From an optimization exercise on the open Yosys and OpenROAD flow, aimed at small area, a short achievable clock period and few clock cycles per item; shortcuts taken in it are not production practice. At most, simulation tests tie the RTL to the original design; equivalence was not proved.

Design fnv_lane_mix, start of the top module:
module fnv_lane_mix #(
  parameter int             LANES     = 4,
  parameter int             W         = 32,
  parameter logic [W-1:0]   FNV_PRIME = 32'h01000193
) (
  input  logic               clk,
  input  logic               rst,
  input  logic               in_valid,
  output logic               in_ready,
  input  logic [1:0]         mode,
  input  logic [LANES*W-1:0] a,
  input  logic [LANES*W-1:0] b,
  output logic               out_valid,
  input  logic               out_ready,
  output logic [LANES*W-1:0] c,
  output logic [W-1:0]       digest,
  output logic               out_err
);
  logic         adv;
  logic         v1_q, v2_q, v3_q;
  logic [1:0]   md1_q, md2_q, md3_q;
  logic [W-1:0] r1_l0_q, r1_l3_q, r1_m1_q, r1_x1_q, r1_m2_q, r1_x2_q;
  logic [W-1:0] r2_l0_q, r2_l1_q, r2_l3_q, r2_m2_q, r2_x2_q;
  logic [W-1:0] r3_l0_q, r3_l1_q, r3_l3_q, r3_y2_q;
  logic [W-1:0] a0, a1, a2, a3, b0, b1, b2, b3;
  logic         md0, md1, md2;
  logic [W-1:0] p0, p3, p1, p2;
  logic [W-1:0] y0, y3, m1, x1, m2, x2, y1, y2;
  logic         f1, l2;
  assign adv      = !v3_q || out_ready;
  assign in_ready = adv;
  assign {a3, a2, a1, a0} = a;
  assign {b3, b2, b1, b0} = b;
  assign md0 = (mode == 2'd0);
  assign md1 = (mode == 2'd1);
  assign md2 = (mode == 2'd2);
  fnv_mulp u_mul0 (.x(md1 ? (a0 ^ b0) : a0), .y(p0));
  fnv_mulp u_mul3 (.x(md1 ? (a3 ^ b3) : a3), .y(p3));
  assign y0 = p0 ^ (md0 ? b0 : md2 ? a1 : '0);
  assign y3 = p3 ^ (md0 ? b3 : '0);
  ...
export LEC_CHECK = 0
export CAP_MARGIN = 20
export CORE_MARGIN = 2
export CORE_UTILIZATION = 40
export SLEW_MARGIN = 20
create_clock -name core_clock -period 7.0 [get_ports {clk}]
run.sh (not shown) runs the stock make flow with config.mk's settings and CLKGATE_MAP_FILE= SYNTH_SCRIPT=/design/flow/synth_recipe.tcl, a recipe that flattens the netlist after the stock synthesis.
The first run went through all stages and came out clean.
==> next run, changes <==
--- a/flow/config.mk
+++ b/flow/config.mk
@@ -7,2 +7,3 @@
 export LEC_CHECK = 0
+export ABC_CLOCK_PERIOD_IN_PS = 4000
 export CAP_MARGIN = 20
@@ -10,2 +11,3 @@
 export CORE_UTILIZATION = 40
+export SETUP_SLACK_MARGIN = 2.5
 export SLEW_MARGIN = 20
What happened: Maximum frequency rose by roughly a tenth. Via count rose by a few percent. Design area rose by roughly a tenth. Worst setup slack gains 0.53 ns. Core utilization rose by 6.0 points. Hold slack gains 0.0042 ns.
Function was not checked in any run of this note: the RTL went through the layout flow alone.


v13:
fnv_lane_mix, a different RTL version from the one above (not shown whole).
Size: ~2800 cells after synthesis.
==> flow/config.mk <==
export PLATFORM = sky130hd
export DESIGN_NAME = fnv_lane_mix
export DESIGN_NICKNAME = fnv_lane_mix
export VERILOG_FILES = /design/flow/design.v
export SDC_FILE = /design/flow/constraint.sdc
export NUM_CORES = 4
export LEC_CHECK = 0
export CAP_MARGIN = 20
export CORE_MARGIN = 2
export CORE_UTILIZATION = 65
export CTS_BUF_LIST = sky130_fd_sc_hd__clkbuf_8
export CTS_CLUSTER_DIAMETER = 50
export CTS_CLUSTER_SIZE = 18
export SETUP_SLACK_MARGIN = 1.8
export SLEW_MARGIN = 20
export SYNTH_HIERARCHICAL = 1
==> flow/constraint.sdc <==
create_clock -name core_clock -period 7.0 [get_ports {clk}]
set_input_delay 1.4000 -clock core_clock [delete_from_list [all_inputs] [get_ports {clk}]]
set_output_delay 1.4000 -clock core_clock [all_outputs]
set_load 0.01 [all_outputs]
standard.sh (not shown) runs the stock make flow with config.mk's settings and CLKGATE_MAP_FILE= SYNTH_SCRIPT=/design/flow/synth_recipe.tcl, a recipe that flattens the netlist after the stock synthesis.
==> flow/flow/run.sh <==
#!/bin/bash
# Standard layout, but the port buffers that placement inserts on every input and
# output are the smallest buffer (buf_1); timing repair resizes them where needed.
set -euo pipefail
bash standard.sh BUFFER_PORTS_ARGS="-buffer_cell sky130_fd_sc_hd__buf_1" finish > flow_standard.log 2>&1
Testbench counts of v13, summed over its fixed seeds: cycles 4,824, items 4,800.
Changes in v51 relative to v13:
- CTS_CLUSTER_SIZE: 18 -> unset
- SYNTH_HIERARCHICAL: 1 -> unset
- CTS_CLUSTER_DIAMETER: 50 -> unset
[summary]
Between v13 and v51, the difference in worst clock skew on the final layout is negligible.
Capturing instance or port of the critical path = r1_l0_q[30]$_DFFE_PP_: v13; capturing instance or port of the critical path = r1_l0_q[28]$_DFFE_PP_: v51
Delta(number of ordinary inverters in the final layout, v51 - v13) < 0
Cmp v13 and v51 / wire length of the first global-routing pass / lower: v51
Re cts-stage hold buffer count: no difference whatsoever between v13 and v51.
Per the comparison of v51 with v13, placed cell count shows a reduction of 2.0%, adder-cell area share of the yosys netlist shrank by 1.4 points.
Taking v13 as the reference, in v51 post-synthesis compound-gate area fraction lower.
Going from v13 to v51, final design area excluding fillers shrinks by 2.5%.
The inputs of v7 differ from those of v51 as listed below.
- CTS_CLUSTER_SIZE: unset -> 18
- CTS_CLUSTER_DIAMETER: unset -> 50
In the metrics for v7 and v51, the one carrying the higher final area is v51. The worst hold slack of v7 exceeds that of v51 by 0.032 ns. Compared with v51, v7 shows a higher post-layout minimum cycle time. Wire length: v7 < v51.
Here is what was changed in the inputs of v1 compared with v7.
- a change of CORE_UTILIZATION from 65 to 70
==> run summary <==
Going from v7 to v1, final hold slack moved down, share of cell area taken by multi-input logic gates moved down.
Modified inputs, v35 compared to v1
- changing CORE_UTILIZATION from 70 to 58
Notes after the runs:
On width of the chip: v35 sits above v1.
v35 vs v1, launching element of the worst setup path: mode[0] vs f2_q$_DFFE_PP_
Per the comparison of v35 with v1, final worst slack increased by 0.071 ns relative to the old numbers, final HPWL from detailed placement increased by about 0.9% relative to the old numbers, non-clock buffer total of the final layout decreased by 22 relative to the old numbers, maximum operating frequency increased by about 1.4% relative to the old numbers.


Starting RTL as in the previous note.
export LEC_CHECK = 0
export CAP_MARGIN = 20
export CORE_MARGIN = 2
export CORE_UTILIZATION = 58
export CTS_BUF_LIST = sky130_fd_sc_hd__clkbuf_8
export CTS_CLUSTER_DIAMETER = 50
export CTS_CLUSTER_SIZE = 18
export SETUP_SLACK_MARGIN = 1.8
export SLEW_MARGIN = 20
create_clock -name core_clock -period 7.0 [get_ports {clk}]
==> flow/flow/run.sh <==
#!/bin/bash
# Standard layout, but the port buffers that placement inserts on every input and
# output are the smallest buffer (buf_1); timing repair resizes them where needed.
# Each step's full output goes to a log of its own here (ORFS also keeps its
# per-tool logs under orfs/logs/).
set -euo pipefail
for step in synth floorplan place cts route finish; do
  bash standard.sh BUFFER_PORTS_ARGS="-buffer_cell sky130_fd_sc_hd__buf_1" "$step" > "log_$step.txt" 2>&1
done
Testbench counts at the start, summed over its fixed seeds: cycles 4,824, items 4,800.
Next try:
==> flow/flow/run.sh (replaced) <==
#!/bin/bash
# Standard layout, but the port buffers that placement inserts on every input and
# output are the smallest buffer (buf_1); timing repair resizes them where needed.
set -euo pipefail
bash standard.sh BUFFER_PORTS_ARGS="-buffer_cell sky130_fd_sc_hd__buf_1" finish > flow_standard.log 2>&1
- CORE_UTILIZATION: 58 -> 65
- CTS_BUF_LIST: sky130_fd_sc_hd__clkbuf_8 -> sky130_fd_sc_hd__clkbuf_16
- CTS_CLUSTER_DIAMETER: 50 -> 60
- CTS_CLUSTER_SIZE: 18 -> 30
Result: The new run finished clean; count of clock-buffer cells in the layout drops by 19; routed wire length falls slightly; global-route usage increases by 3.1 points; core utilization rose by 8.3 points; register-to-register slack improved by 0.14 ns; worst setup slack loses 0.043 ns; design area barely changes; area after synthesis is unchanged; hold slack gets better by 0.0046 ns.


## amber
fnv_lane_mix, a different RTL version from the one above (not shown whole).
Size: about 360 flip-flops, roughly 430 I/O pins, about 0.029 mm² of cells after synthesis.
Settings: LEC_CHECK=0, ABC_CLOCK_PERIOD_IN_PS=2000, CAP_MARGIN=20, CORE_MARGIN=2, CORE_UTILIZATION=65, CTS_BUF_LIST=sky130_fd_sc_hd__clkbuf_8, SETUP_SLACK_MARGIN=0.8, SLEW_MARGIN=20; clock period 7.0 ns.
==> flow/flow/run.sh <==
#!/bin/bash
# Standard layout, but the port buffers that placement inserts on every input and
# output are the smallest buffer (buf_1); timing repair resizes them where needed.
set -euo pipefail
bash standard.sh BUFFER_PORTS_ARGS="-buffer_cell sky130_fd_sc_hd__buf_1" finish > flow_standard.log 2>&1
### amber -> lagoon
# amber
export LEC_CHECK = 0
export ABC_CLOCK_PERIOD_IN_PS = 2000
export CAP_MARGIN = 20
export CORE_MARGIN = 2
export CORE_UTILIZATION = 65
export CTS_BUF_LIST = sky130_fd_sc_hd__clkbuf_8
export SETUP_SLACK_MARGIN = 0.8
export SLEW_MARGIN = 20
create_clock -name core_clock -period 7.0 [get_ports {clk}]
# lagoon
export LEC_CHECK = 0
export CAP_MARGIN = 20
export CORE_MARGIN = 2
export CORE_UTILIZATION = 65
export CTS_BUF_LIST = sky130_fd_sc_hd__clkbuf_8
export SETUP_SLACK_MARGIN = 0.8
export SLEW_MARGIN = 20
create_clock -name core_clock -period 7.0 [get_ports {clk}]
==> run summary <==
lagoon reached the final stage; the timing, design-rule and antenna checks on its layout passed. As far as time the worst path needs with I/O delays and setup goes, amber and lagoon are indistinguishable; the numbers are identical. From lagoon to amber, layout buffering overhead excluding clock cells did not move at all. Compared with amber, in lagoon number of flip-flops and latches neither gained nor lost much, cell area level, growth of design area from synthesis to finish neither gained nor lost much.
Function was not checked in any run of this note: the RTL went through the layout flow alone.


Setup of run A:
Another version of the RTL of fnv_lane_mix (not shown whole).
For scale: roughly 490 flip-flops.
make LEC_CHECK=0 CAP_MARGIN=20 CORE_MARGIN=2 CORE_UTILIZATION=40 SETUP_SLACK_MARGIN=1.6 SLEW_MARGIN=20 finish   # period 7.0 ns
run.sh (not shown) runs the stock make flow with config.mk's settings and CLKGATE_MAP_FILE= SYNTH_SCRIPT=/design/flow/synth_recipe.tcl, a recipe that flattens the netlist after the stock synthesis.
Stock flow here: none of the scripts above is used.
Modified inputs, run B compared to run A
# run A
export LEC_CHECK = 0
export CAP_MARGIN = 20
export CORE_MARGIN = 2
export CORE_UTILIZATION = 40
export SETUP_SLACK_MARGIN = 1.6
export SLEW_MARGIN = 20
create_clock -name core_clock -period 7.0 [get_ports {clk}]
# run B
export LEC_CHECK = 0
export CAP_MARGIN = 20
export CORE_MARGIN = 2
export CORE_UTILIZATION = 40
export SETUP_SLACK_MARGIN = 1.2
export SLEW_MARGIN = 20
create_clock -name core_clock -period 7.0 [get_ports {clk}]
==> flow/flow/run.sh (new file) <==
#!/bin/bash
# Standard layout, but the port buffers that placement inserts on every input and
# output are the smallest buffer (buf_1); timing repair resizes them where needed.
set -euo pipefail
bash standard.sh BUFFER_PORTS_ARGS="-buffer_cell sky130_fd_sc_hd__buf_1" finish > flow_standard.log 2>&1
==> flow/standard.sh (new file) <==
#!/bin/bash
# synth_recipe.tcl (not shown) runs the flow's synth.tcl, then flattens the netlist and writes it again
# the make line also repeats each setting of config.mk as NAME=value (left out here)
make -C /OpenROAD-flow-scripts/flow DESIGN_CONFIG=/design/flow/config.mk WORK_HOME=/design/flow/orfs CLKGATE_MAP_FILE= SYNTH_SCRIPT=/design/flow/synth_recipe.tcl "${@:-finish}"
removed: flow/run.sh
Results
Final design area excluding fillers on run B is ahead of run A. Row delay of the slowest critical-path stage: run B lower / run A higher. The lower data required time at the worst endpoint of run B and run A is in run A. Comparing run A with run B, the number of placed cells counting well taps came out essentially unchanged. Run B vs run A, instance count: run B lower. Relative to run A, the worst slew margin relative to its limit of run B is lower by 5.7 points. When the final numbers for run B and run A were put side by side, the register fraction of the total cell area turned out to be smaller in run A. Share of layout cells above drive strength 1 in run B is 4.3 points below run A. Wire length of the first global-routing pass, run B and run A, higher one = run A.
Inputs modified between run B and run C:
# run B
export LEC_CHECK = 0
export CAP_MARGIN = 20
export CORE_MARGIN = 2
export CORE_UTILIZATION = 40
export SETUP_SLACK_MARGIN = 1.2
export SLEW_MARGIN = 20
create_clock -name core_clock -period 7.0 [get_ports {clk}]
# run C
export LEC_CHECK = 0
export ABC_AREA = 1
export CAP_MARGIN = 20
export CORE_MARGIN = 2
export CORE_UTILIZATION = 40
export SETUP_SLACK_MARGIN = 1.2
export SLEW_MARGIN = 20
create_clock -name core_clock -period 7.0 [get_ports {clk}]
[summary]
Run C closes out successfully: all stages finished, all timing, DRC and antenna checks passed.
Going from run B to run C, synthesized area grew by a few percent.
Compared with run B, run C shows a number of buffers other than clock buffers in the final layout that is about 0.4% lower.
Of run B and run C, run B shows the higher count of unique library cells instantiated by Yosys, with run C below it.
Looking only at number of cells upsized or downsized after cts, and setting everything else aside, the higher value of run B and run C goes to run B.
Edits applied to the flow inputs when going from run C to run D:
# run C
export LEC_CHECK = 0
export ABC_AREA = 1
export CAP_MARGIN = 20
export CORE_MARGIN = 2
export CORE_UTILIZATION = 40
export SETUP_SLACK_MARGIN = 1.2
export SLEW_MARGIN = 20
create_clock -name core_clock -period 7.0 [get_ports {clk}]
# run D
export LEC_CHECK = 0
export CAP_MARGIN = 20
export CORE_MARGIN = 2
export CORE_UTILIZATION = 40
export CTS_BUF_LIST = sky130_fd_sc_hd__clkbuf_8
export CTS_CLUSTER_SIZE = 40
export SETUP_SLACK_MARGIN = 1.8
export SLEW_MARGIN = 20
create_clock -name core_clock -period 7.0 [get_ports {clk}]
--- outcome ---
Of the two values seen for launch point of the critical path, mode[0] was produced by run D and mode[1] by run C.
Run D vs run C, synthesized area went down by about 4.5%.
Relative to run C, number of well taps decreased by 2.7% in run D.
Diff run C -> run D: maximum level of the CTS H-tree rose by 1, fraction of area in non-clock buffers rose by 2.3 points.
Of the two values seen for commonest non-fill, non-tap cell in the layout, sky130_fd_sc_hd__edfxtp_1 was produced by run D and sky130_fd_sc_hd__nand2_1 by run C.
The following lists how run E was set up differently from run D:
# run D
export LEC_CHECK = 0
export CAP_MARGIN = 20
export CORE_MARGIN = 2
export CORE_UTILIZATION = 40
export CTS_BUF_LIST = sky130_fd_sc_hd__clkbuf_8
export CTS_CLUSTER_SIZE = 40
export SETUP_SLACK_MARGIN = 1.8
export SLEW_MARGIN = 20
create_clock -name core_clock -period 7.0 [get_ports {clk}]
# run E
export LEC_CHECK = 0
export CAP_MARGIN = 20
export CORE_MARGIN = 2
export CORE_UTILIZATION = 65
export CTS_BUF_LIST = sky130_fd_sc_hd__clkbuf_8
export SETUP_SLACK_MARGIN = 1.2
export SLEW_MARGIN = 20
create_clock -name core_clock -period 7.0 [get_ports {clk}]
==> comparison <==
From run D to run E the numbers moved as follows: post-detailed-route wirelength per cell now larger, global-route wire length before repair now smaller.
Of the two values seen for endpoint of the worst setup timing path, r1_l3_q[16] was produced by run D and r1_l3_q[31] by run E.
Count of clock-buffer cells in the layout for run E is lower than for run D.
Initial antenna violation count: lower on run E
No functional check of the RTL was part of any run of this note.


Another version of the RTL of fnv_lane_mix (not shown whole).
Size: roughly 2600 cells after synthesis, ~33000 um2 of cells after synthesis.
export LEC_CHECK = 0
export CAP_MARGIN = 20
export CORE_MARGIN = 2
export CORE_UTILIZATION = 65
export CTS_BUF_LIST = sky130_fd_sc_hd__clkbuf_8
export SETUP_SLACK_MARGIN = 2.4
export SLEW_MARGIN = 20
create_clock -name core_clock -period 7.0 [get_ports {clk}]
standard.sh (not shown) runs the stock make flow with config.mk's settings and CLKGATE_MAP_FILE= SYNTH_SCRIPT=/design/flow/synth_recipe.tcl, a recipe that flattens the netlist after the stock synthesis.
==> flow/flow/run.sh <==
#!/bin/bash
# Standard layout, but the port buffers that placement inserts on every input and
# output are the smallest buffer (buf_1); timing repair resizes them where needed.
set -euo pipefail
bash standard.sh BUFFER_PORTS_ARGS="-buffer_cell sky130_fd_sc_hd__buf_1" finish > flow_standard.log 2>&1
Testbench counts at the start, summed over its fixed seeds: cycles 4,824, items 4,800.
Then changed:
Settings changed: SETUP_SLACK_MARGIN 2.4 to 1.9.
Outcome:
- The new run passed the timing, design-rule and antenna checks
- wire length is lower by about 6%
- die area stays the same
- worst setup slack improves by 95 ps
- cell count goes down by about 2%
- via count shrinks by 4.4%
- sequential share of layout area is higher by 1.5 points
Then changed:
Settings changed: SETUP_SLACK_MARGIN 1.9 to 1.6.
Outcome: Design area is lower by about 3.7%; register-to-register slack got worse by 250 ps; routed wire length fell by 4.1%; critical path depth decreases by 2; final cell count shrinks by 1.9%; worst setup slack is worse by 150 ps; via count went down by about 2.4%; area after synthesis is unchanged.
Then changed:
Settings changed: SETUP_SLACK_MARGIN 1.6 to 2.0.
Effect: Via count goes up by 3.8%. Clock skew climbs by 27 ps. Cell count increases by 3.0%. Design area rose by 6.1%. Utilization increases by 4.7 points. Global-route usage climbs by 1.8 points. Non-clock buffer count goes up by 104.
Then changed:
Settings changed: SETUP_SLACK_MARGIN 2.0 to 1.8.
Via count came out lower by 2.1%.
Die area is unchanged.
Cell area came out lower by 4.1%.
Global-route usage came out lower by 1.1 points.
Non-clock buffer count came out lower by 66.

==> static timing again, ports no longer ideal <==
In the flow no input, the clock included, has a driving cell. The finished layouts below were timed again as built, in two steps.
Step 1, drivers: a clkbuf_16 drives clk and a buf_2 each remaining input, both assumed.
Step 2 adds t to the input delays and takes it off the output delays; t is the mean of the earliest and latest rising clock arrival at the registers after step 1. Input paths then give back, and output paths get back, about the clock's delay inside the block.
a / b / c = ideal ports / drivers / drivers and shift; a / b = the first two.
run | t, ns | setup WS [ns] | worst hold slack (ns) | cell pins on the clock port's net
the first run of note 1 | 0.657 | 0.920 / 0.954 / 0.296 | 0.413 / 0.413 / 0.413 | 1
the second run of note 1 | 0.668 | 1.449 / 1.477 / 0.809 | 0.418 / 0.418 / 0.418 | 1
v13 | 0.738 | 1.880 / 1.696 / 0.958 | 0.414 / 0.414 / 0.414 | 1
v51 | 0.734 | 1.882 / 1.757 / 1.023 | 0.394 / 0.394 / 0.394 | 1
v7 | 0.705 | 1.829 / 1.687 / 0.982 | 0.426 / 0.426 / 0.426 | 1
v1 | 0.736 | 1.818 / 1.751 / 1.014 | 0.411 / 0.411 / 0.411 | 1
v35 | 0.740 | 1.889 / 1.842 / 1.101 | 0.403 / 0.403 / 0.403 | 1
the first run of note 3 | 0.740 | 1.889 / 1.842 / 1.101 | 0.403 / 0.403 / 0.403 | 1
the second run of note 3 | 0.693 | 1.846 / 1.682 / 0.989 | 0.408 / 0.408 / 0.408 | 1
amber | 0.733 | 0.317 / 0.258 / 0.318 | 0.405 / 0.405 / 0.405 | 1
lagoon | 0.733 | 0.317 / 0.258 / 0.318 | 0.405 / 0.405 / 0.405 | 1
run A | 0.689 | 1.483 / 1.470 / 0.781 | 0.388 / 0.388 / 0.388 | 1
run B | 0.675 | 1.370 / 1.405 / 0.730 | 0.397 / 0.397 / 0.397 | 1
run C | 0.693 | 1.398 / 1.442 / 0.749 | 0.406 / 0.406 / 0.406 | 1
run D | 0.762 | 1.606 / 1.604 / 0.841 | 0.411 / 0.411 / 0.411 | 1
run E | 0.730 | 1.292 / 1.307 / 0.576 | 0.409 / 0.409 / 0.409 | 1
the first run of note 6 | 0.742 | 1.726 / 1.582 / 0.839 | 0.409 / 0.409 / 0.409 | 1
the second run of note 6 | 0.739 | 1.821 / 1.626 / 0.887 | 0.403 / 0.403 / 0.403 | 1
the third run of note 6 | 0.743 | 1.667 / 1.583 / 0.840 | 0.405 / 0.405 / 0.405 | 1
the fourth run of note 6 | 0.740 | 1.837 / 1.674 / 0.934 | 0.414 / 0.414 / 0.414 | 1
the fifth run of note 6 | 0.740 | 1.819 / 1.696 / 0.957 | 0.416 / 0.416 / 0.416 | 1
After both steps setup and hold are still met in every run listed. For the second run of note 6, which loses most, drivers alone change the setup slack by -0.195 ns; drivers and shift together by -0.934 ns.
